This is an optimization exercise on Yosys and OpenROAD, whose aim is small area, a short achievable clock period and few clock cycles, not a production implementation. Only simulation tests tie the RTL to the original design; equivalence was not proved. Power figures rest on the tool's default switching activity, not on a simulated workload.

lane 1:
## integer_alu
module integer_alu
#(
    parameter int         DATA_W  = 64,
    parameter logic [3:0] UNIT_ID = exe_pkg::IntegerAluEn
) (
    input  logic                Clk,
    input  logic                nReset,
    input  logic [15:0]         address,
    input  logic [7:0]          opcode,
    input  logic                nRead,
    input  logic                nWrite,
    input  logic [2*DATA_W-1:0] ExeDataOut,
    output logic [DATA_W-1:0]   IntDataOut,
    output logic                IntBusy,
    output logic                IntDivZero
);
    localparam int AW = DATA_W + 1;         
    localparam int LG = $clog2(AW);
    localparam int NB = DATA_W / 4;         
    logic [DATA_W-1:0] x_q, y_q, p_q;
    logic              y64_q;               
    logic              s_first_q, s_mul_q, s_div_q;
    logic [1:0]        op_q;                
    logic              known_q;             
    logic              busy_q, dz_q;
    logic              xz_q;                
    logic              yhz_q;               
    logic [6:0]        cnt_q;               
    logic              a_p_q, a_s1_q;
    logic              b_one_q, b_two_q, inv_q;
    logic              accept, unused_bus;
    logic [DATA_W-1:0] in_a, in_b, in_m;
    logic [DATA_W/8-1:0] nz_a, nz_b, th_a, th_b;
    logic              c_mul, c_swap;
    logic [AW-1:0]     op_a, op_b, sum;
    logic              neg;
    logic              f_div_go;
    logic [DATA_W-1:0] r8;
    logic [NB-1:0]     nz_r, nz_d, hi_d;
    logic              skip;
    logic [6:0]        cnt_d;
    assign accept     = (address[15:12] == UNIT_ID) && !nWrite && !busy_q;
    assign unused_bus = ^{nRead, address[11:0]};
    assign in_a  = ExeDataOut[DATA_W-1:0];
    assign in_b  = ExeDataOut[2*DATA_W-1:DATA_W];
    assign c_mul = (opcode == exe_pkg::IntMult);
    for (genvar k = 0; k < DATA_W/8; k++) begin : g_nz
        assign nz_a[k] = |in_a[8*k+7:8*k];
  ...
For scale: roughly 2,100 cells after synthesis, ~220 flip-flops, roughly 220 I/O pins, roughly 18,000 µm² of cells after synthesis.
export LEC_CHECK = 0
export CAP_MARGIN = 20
export CORE_MARGIN = 2
export CORE_UTILIZATION = 40
export PLACE_DENSITY = 0.6
export SETUP_SLACK_MARGIN = 2.5
export SLEW_MARGIN = 20
export TNS_END_PERCENT = 10
create_clock -name core_clock -period 6.5 [get_ports {Clk}]
standard.sh (not shown) runs the stock make flow with config.mk's settings and CLKGATE_MAP_FILE= SYNTH_SCRIPT=/design/flow/synth_recipe.tcl, a recipe that flattens the netlist after the stock synthesis.
==> flow/flow/run.sh <==
#!/bin/bash
set -euo pipefail
bash standard.sh "BUFFER_PORTS_ARGS=-buffer_cell sky130_fd_sc_hd__buf_1" finish > standard.log 2>&1
Testbench counts of lane 1, summed over its fixed seeds: cycles 19,096.
The inputs of lane 2 differ from those of lane 1 as listed below.
diff --git a/flow/config.mk b/flow/config.mk
--- a/flow/config.mk
+++ b/flow/config.mk
@@ -9,6 +9,7 @@
 export CORE_MARGIN = 2
-export CORE_UTILIZATION = 40
-export PLACE_DENSITY = 0.6
+export CORE_UTILIZATION = 60
+export CTS_BUF_LIST = sky130_fd_sc_hd__clkbuf_8
+export PLACE_DENSITY = 0.75
 export SETUP_SLACK_MARGIN = 2.5
 export SLEW_MARGIN = 20
-export TNS_END_PERCENT = 10
+export TNS_END_PERCENT = 0
### Flow results
[compare] base=lane 1 new=lane 2: via count of the first global-routing pass stayed essentially flat, vias after detailed routing rose by 4.8%, proportion of power drawn by flip-flops and latches rose by 1.1 points, count of final setup violators stayed essentially flat. When lane 2 is measured against lane 1, its peak per-stage delay on the critical path turns out 0.29 ns higher. From lane 1 to lane 2, post-detailed-route DRC marker count did not move at all. Lane 2 vs lane 1 — cell area after layout dropped slightly. Compared with lane 1, lane 2 shows a higher non-clock buffer instance count of the final layout. Sort lane 1 and lane 2 by worst hold slack after final layout, ascending, and lane 2 comes first. Of lane 1 and lane 2, lane 1 shows the higher power, with lane 2 below it. For lane 1, the source of the critical timing path was a_s1_q, unlike lane 2, where it was y_q[13]. The combinational share of power in lane 2 sits 0.9 points above the value recorded for lane 1.
Modified inputs, lane 3 compared to lane 2
diff --git a/flow/config.mk b/flow/config.mk
--- a/flow/config.mk
+++ b/flow/config.mk
@@ -9,5 +9,4 @@
 export CORE_MARGIN = 2
-export CORE_UTILIZATION = 60
-export CTS_BUF_LIST = sky130_fd_sc_hd__clkbuf_8
-export PLACE_DENSITY = 0.75
+export CORE_UTILIZATION = 40
+export PLACE_DENSITY = 0.6
 export SETUP_SLACK_MARGIN = 2.5
### Flow results
Looking at beginning of the critical path, the b_one_q result is from lane 3; the y_q[13] one comes from lane 2. Max achievable frequency across lane 3 and lane 2: lane 2. Going from lane 2 to lane 3, area enclosed by the die boundary grew by more than a quarter. Total power: lane 3 above lane 2.


== trial 96 ==
integer_alu, a different RTL version from the one above (not shown whole).
Size: roughly 2200 cells after synthesis, roughly 220 flip-flops, roughly 220 I/O pins, ~18000 sq um of cells after synthesis.
export LEC_CHECK = 0
export CAP_MARGIN = 20
export CORE_MARGIN = 2
export CORE_UTILIZATION = 60
export PLACE_DENSITY = 0.75
export SETUP_SLACK_MARGIN = 2.5
export SLEW_MARGIN = 20
export TNS_END_PERCENT = 0
create_clock -name core_clock -period 6.5 [get_ports {Clk}]
Scripts as last shown in full above: flow/flow/run.sh
Testbench counts of trial 96, summed over its fixed seeds: cycles 19,036.
The inputs of build 21 differ from those of trial 96 as listed below.
Settings: CORE_UTILIZATION now 40, was 60; PLACE_DENSITY now 0.6, was 0.75.
==> flow/run.sh (new file) <==
#!/bin/bash
# synth_recipe.tcl (not shown) runs the flow's synth.tcl, then flattens the netlist and writes it again
# the make line also repeats each setting of config.mk as NAME=value (left out here)
make -C /OpenROAD-flow-scripts/flow DESIGN_CONFIG=/design/flow/config.mk WORK_HOME=/design/flow/orfs CLKGATE_MAP_FILE= SYNTH_SCRIPT=/design/flow/synth_recipe.tcl finish
removed: flow/flow/run.sh
removed: flow/standard.sh
## What came out
Relative to trial 96, the sequential share of cell area of build 21 is lower by 1.8 points.
On build 21: fmax is 0.0013 GHz higher than what trial 96 gave.
The heaviest power group comes out the clock network in one run and sequential cells in the other, namely in build 21 and trial 96 respectively.
What trial 96 reported for post-detailed-placement half-perimeter wirelength has to be multiplied by 1.10 to get the figure for build 21.
Build 21 vs trial 96: post-cts sizing count up by a few percent
The lower worst setup margin came out of trial 96.
Of trial 96 and build 21, build 21 shows the higher relative area of non-clock buffer cells in the final design, with trial 96 below it.
[compare] base=trial 96 new=build 21: fraction of area in clock buffers and inverters comparable; overall power of the completed layout now sits higher.
Utilization trial 96 -> build 21: down
Summary: with trial 96 as the reference, final routed wirelength across all metal layers in build 21 moved up by a few percent.

[what the ideal ports hide]
Ports are ideal in the flow. The routed layouts listed here were re-timed in OpenROAD. Step 1 assumes that a clkbuf_16 drives the clock port and a buf_2 every other input. Step 2 moves the port delays by t, midway between the first and last clock arrival at a register: inputs arrive t later, outputs are due t later. That takes back most of the time a late clock gives input paths. a / b / c = no drivers / after step 1 / after step 2; a / b = the first two.
run | shift t [ns] | setup slack, ns | hold WS [ns] | slew at the worst register clock pin (ns) | cell pins on the clock port's net
lane 1 | 0.633 | 2.388 / 2.388 / 1.971 | 0.514 / 0.514 / 0.514 | 0.07 / 0.07 | 1
lane 2 | 0.622 | 2.456 / 2.456 / 1.939 | 0.493 / 0.493 / 0.493 | 0.07 / 0.07 | 1
lane 3 | 0.626 | 2.296 / 2.296 / 1.757 | 0.512 / 0.512 / 0.512 | 0.07 / 0.07 | 1
trial 96 | 0.618 | 1.982 / 2.020 / 1.402 | 0.527 / 0.527 / 0.527 | 0.07 / 0.07 | 1
build 21 | 0.637 | 2.010 / 2.010 / 1.489 | 0.522 / 0.522 / 0.522 | 0.07 / 0.07 | 1
After both steps setup and hold are still met in every run listed. The setup slack of trial 96, which loses most, moves by +0.038 ns with the drivers and by -0.580 ns with both steps.
